Background: an optimization exercise with open tools, aiming at small area, a short achievable clock period and few clock cycles per item. Do not read the settings as production practice.
RTL that was checked went through simulation tests only; none was proved equivalent to the original.
Power is estimated from default activity; no workload was simulated.

build 52:
// averaged_current_sense
module averaged_current_sense (
  input  wire logic                            clk,
  input  wire logic                            rst,
  input  wire logic                            s_valid,
  output logic                                 s_ready,
  input  wire logic [acs_pkg::CH_W-1:0]        s_channel,
  input  wire logic                            s_kind,
  input  wire logic [acs_pkg::SAMPLE_BITS-1:0] s_sample,
  output logic                                 r_valid,
  input  wire logic                            r_ready,
  output logic [acs_pkg::CH_W-1:0]             r_channel,
  output logic                                 r_kind,
  output logic [acs_pkg::SAMPLE_BITS-1:0]      r_average,
  output logic [acs_pkg::MA_W-1:0]             r_current_ma,
  input  wire logic                            cfg_we,
  input  wire logic [acs_pkg::CFG_IDX_W-1:0]   cfg_index,
  input  wire logic [acs_pkg::CFG_W-1:0]       cfg_data
);
For scale: roughly 3200 cells after synthesis, ~540 flip-flops, ~75 I/O pins, roughly 30000 um2 of cells after synthesis.
export LEC_CHECK = 0
export ABC_AREA = 1
export ABC_CLOCK_PERIOD_IN_PS = 3500
export CAP_MARGIN = 20
export CORE_MARGIN = 2
export CORE_UTILIZATION = 40
export CTS_BUF_LIST = sky130_fd_sc_hd__clkbuf_4 sky130_fd_sc_hd__clkbuf_8
export CTS_CLUSTER_SIZE = 30
export SETUP_SLACK_MARGIN = 4.7
export SLEW_MARGIN = 20
create_clock -name core_clock -period 8.5 [get_ports {clk}]
standard.sh (not shown) runs the stock make flow with config.mk's settings and CLKGATE_MAP_FILE= SYNTH_SCRIPT=/design/flow/synth_recipe.tcl, a recipe that flattens the netlist after the stock synthesis.
==> flow/flow/run.sh <==
#!/bin/bash
# The standard layout, with buf_2 port buffers and resizing not held to a cell's footprint.
bash standard.sh MATCH_CELL_FOOTPRINT=0 "BUFFER_PORTS_ARGS=-buffer_cell sky130_fd_sc_hd__buf_2" finish > standard.log 2>&1
Testbench counts of build 52, summed over its fixed seeds: cycles 16,657, items 4,813.
The following lists how build 31 was set up differently from build 52:
--- a/flow/design.v
+++ b/flow/design.v
@@ -96,19 +96,20 @@
   output logic                                 push_small   
 );
   logic [acs_pkg::SUM_W-1:0] run_sum  [acs_pkg::CHANNELS];
   logic [acs_pkg::CNT_W-1:0] run_len  [acs_pkg::CHANNELS];
   logic                      run_kind [acs_pkg::CHANNELS];
   logic                            in_valid;
   logic [acs_pkg::CH_W-1:0]        in_ch;
   logic                            in_kind;
   logic [acs_pkg::SAMPLE_BITS-1:0] in_sample;
-  logic [acs_pkg::CHANNELS-1:0]    in_join;       
+  logic                            in_restart;    
+  logic                      restart;
   logic [acs_pkg::SUM_W-1:0] base_sum;
   logic [acs_pkg::CNT_W-1:0] base_len;
   logic [acs_pkg::SUM_W-1:0] sum_next;
   logic [acs_pkg::LEN_W-1:0] len_next;
   logic                      done;
   logic fwd;
   logic n_busy;
   logic n_run_kind;
   always_comb begin
@@ -117,29 +118,25 @@
     n_run_kind = fwd ? in_kind : run_kind[n_ch];
   end
   always_ff @(posedge clk) begin
     if (rst) in_valid <= 1'b0;
     else if (!hold) in_valid <= n_valid;
     if (!hold) begin
       in_ch      <= n_ch;
       in_kind    <= n_kind;
       in_sample  <= n_sample;
-      for (int c = 0; c < acs_pkg::CHANNELS; c++)
-        in_join[c] <= (n_ch == acs_pkg::CH_W'(c)) && !(n_busy && (n_run_kind != n_kind));
+      in_restart <= n_busy && (n_run_kind != n_kind);
     end
   end
   always_comb begin
-    base_sum = '0;
-    base_len = '0;
-    for (int c = 0; c < acs_pkg::CHANNELS; c++) begin
-      base_sum = base_sum | (in_join[c] ? run_sum[c] : '0);
-      base_len = base_len | (in_join[c] ? run_len[c] : '0);
-    end
+    restart  = in_restart;
+    base_sum = restart ? '0 : run_sum[in_ch];
+    base_len = restart ? '0 : run_len[in_ch];
     sum_next = base_sum + acs_pkg::SUM_W'(in_sample);
     len_next = acs_pkg::LEN_W'(base_len) + acs_pkg::LEN_W'(1);
     done     = base_len >= (in_kind ? cal_lim : meas_lim);
   end
   always_ff @(posedge clk) begin
     if (rst) begin
       for (int i = 0; i < acs_pkg::CHANNELS; i++) begin
         run_sum[i]  <= '0;
         run_len[i]  <= '0;
@@ -332,32 +329,23 @@
   always_comb begin
     t_a    = TW'(p1_avg);
     t_b    = ~(TW'(off));
     t_c    = ~(TW'(deadband));
     t_x    = t_a ^ t_b ^ t_c;
     t_y    = {((t_a & t_b) | (t_a & t_c) | (t_b & t_c)), 1'b1};
     t_diff = t_x - ~t_y;
     p1_pass = !p1_kind && ((deadband == '0) || !t_diff[TW-1]);
   end
-  logic [acs_pkg::CHANNELS-1:0] p1_set;
-  always_ff @(posedge clk) begin
-    if (rst) p1_set <= '0;
-    else if (!stall)
-      for (int c = 0; c < acs_pkg::CHANNELS; c++)
-        p1_set[c] <= (dv[NS] || l_last) && (l_last ? j_kind : dk[NS]) &&
-                     ((l_last ? j_ch : dch[NS]) == acs_pkg::CH_W'(c));
-  end
   always_ff @(posedge clk) begin
     if (rst) begin
       for (int i = 0; i < acs_pkg::CHANNELS; i++) zero_offset[i] <= '0;
-    end else if (!stall) begin
-      for (int i = 0; i < acs_pkg::CHANNELS; i++)
-        if (p1_set[i]) zero_offset[i] <= p1_avg;
+    end else if (!stall && p1_valid && p1_kind) begin
+      zero_offset[p1_ch] <= p1_avg;
     end
   end
   localparam int PW = acs_pkg::PROD_W;
   localparam int FW = acs_pkg::Q_FRAC;
   logic                            p2_valid;
   logic [acs_pkg::CH_W-1:0]        p2_ch;
   logic                            p2_kind;
   logic [acs_pkg::SAMPLE_BITS-1:0] p2_avg;
   logic                            p2_pass;
==> summary.txt <==
Run comparison: build 52 critical setup path kind reg2reg; build 31 critical setup path kind in2reg
Of build 52 and build 31, build 31 shows the lower met2 usage in global routing, with build 52 above it.
Per the comparison of build 31 with build 52, largest fanout of any net on the critical path higher, worst hold slack has decreased.
Initial antenna violation count in build 31 is 2 higher than in build 52
Build 31 does worse than build 52 on worst slack at placement.
Build 52 has lower sequential share of layout area than build 31.
Build 31 vs build 52, count of inserted antenna diode cells went up by 2.
Higher clock buffer count was reported by build 52, not build 31.
The run showing the greater depth of the worst register-to-register path is build 31.
Build 31 finished all stages; the layout is clean.
Build 52 has a lower width of the die than build 31.
The lower share of total power consumed by net switching of build 52 and build 31 is in build 31.
Of the two values seen for highest metal layer used by the detailed router, met4 was produced by build 31 and met5 by build 52.
Function not checked in build 31: the RTL went through the layout flow alone.

static timing again, ports no longer ideal:
Ports are ideal in the flow. The routed layouts listed here were re-timed in OpenROAD. Step 1 sets driving cells, clkbuf_16 on the clock port and buf_2 on the other inputs (assumed; they add their load-dependent delay and slew). Step 2 adds t to the input delays and takes it off the output delays; t is the mean of the earliest and latest rising clock arrival at the registers after step 1. Input paths then give back, and output paths get back, about the clock's delay inside the block. Three values: no drivers, after step 1, after step 2; two values: the first two.
run	t, ns	setup slack, ns	worst hold slack (ns)	slew at the worst register clock pin (ns)
build 52	0.735	4.842 / 4.842 / 4.190	0.412 / 0.412 / 0.412	0.06 / 0.06
build 31	0.738	4.862 / 4.879 / 4.162	0.383 / 0.383 / 0.383	0.07 / 0.07
After both steps every run listed still meets setup and hold. The setup slack of build 31, which loses most, moves by +0.017 ns with the drivers and by -0.700 ns with both steps.
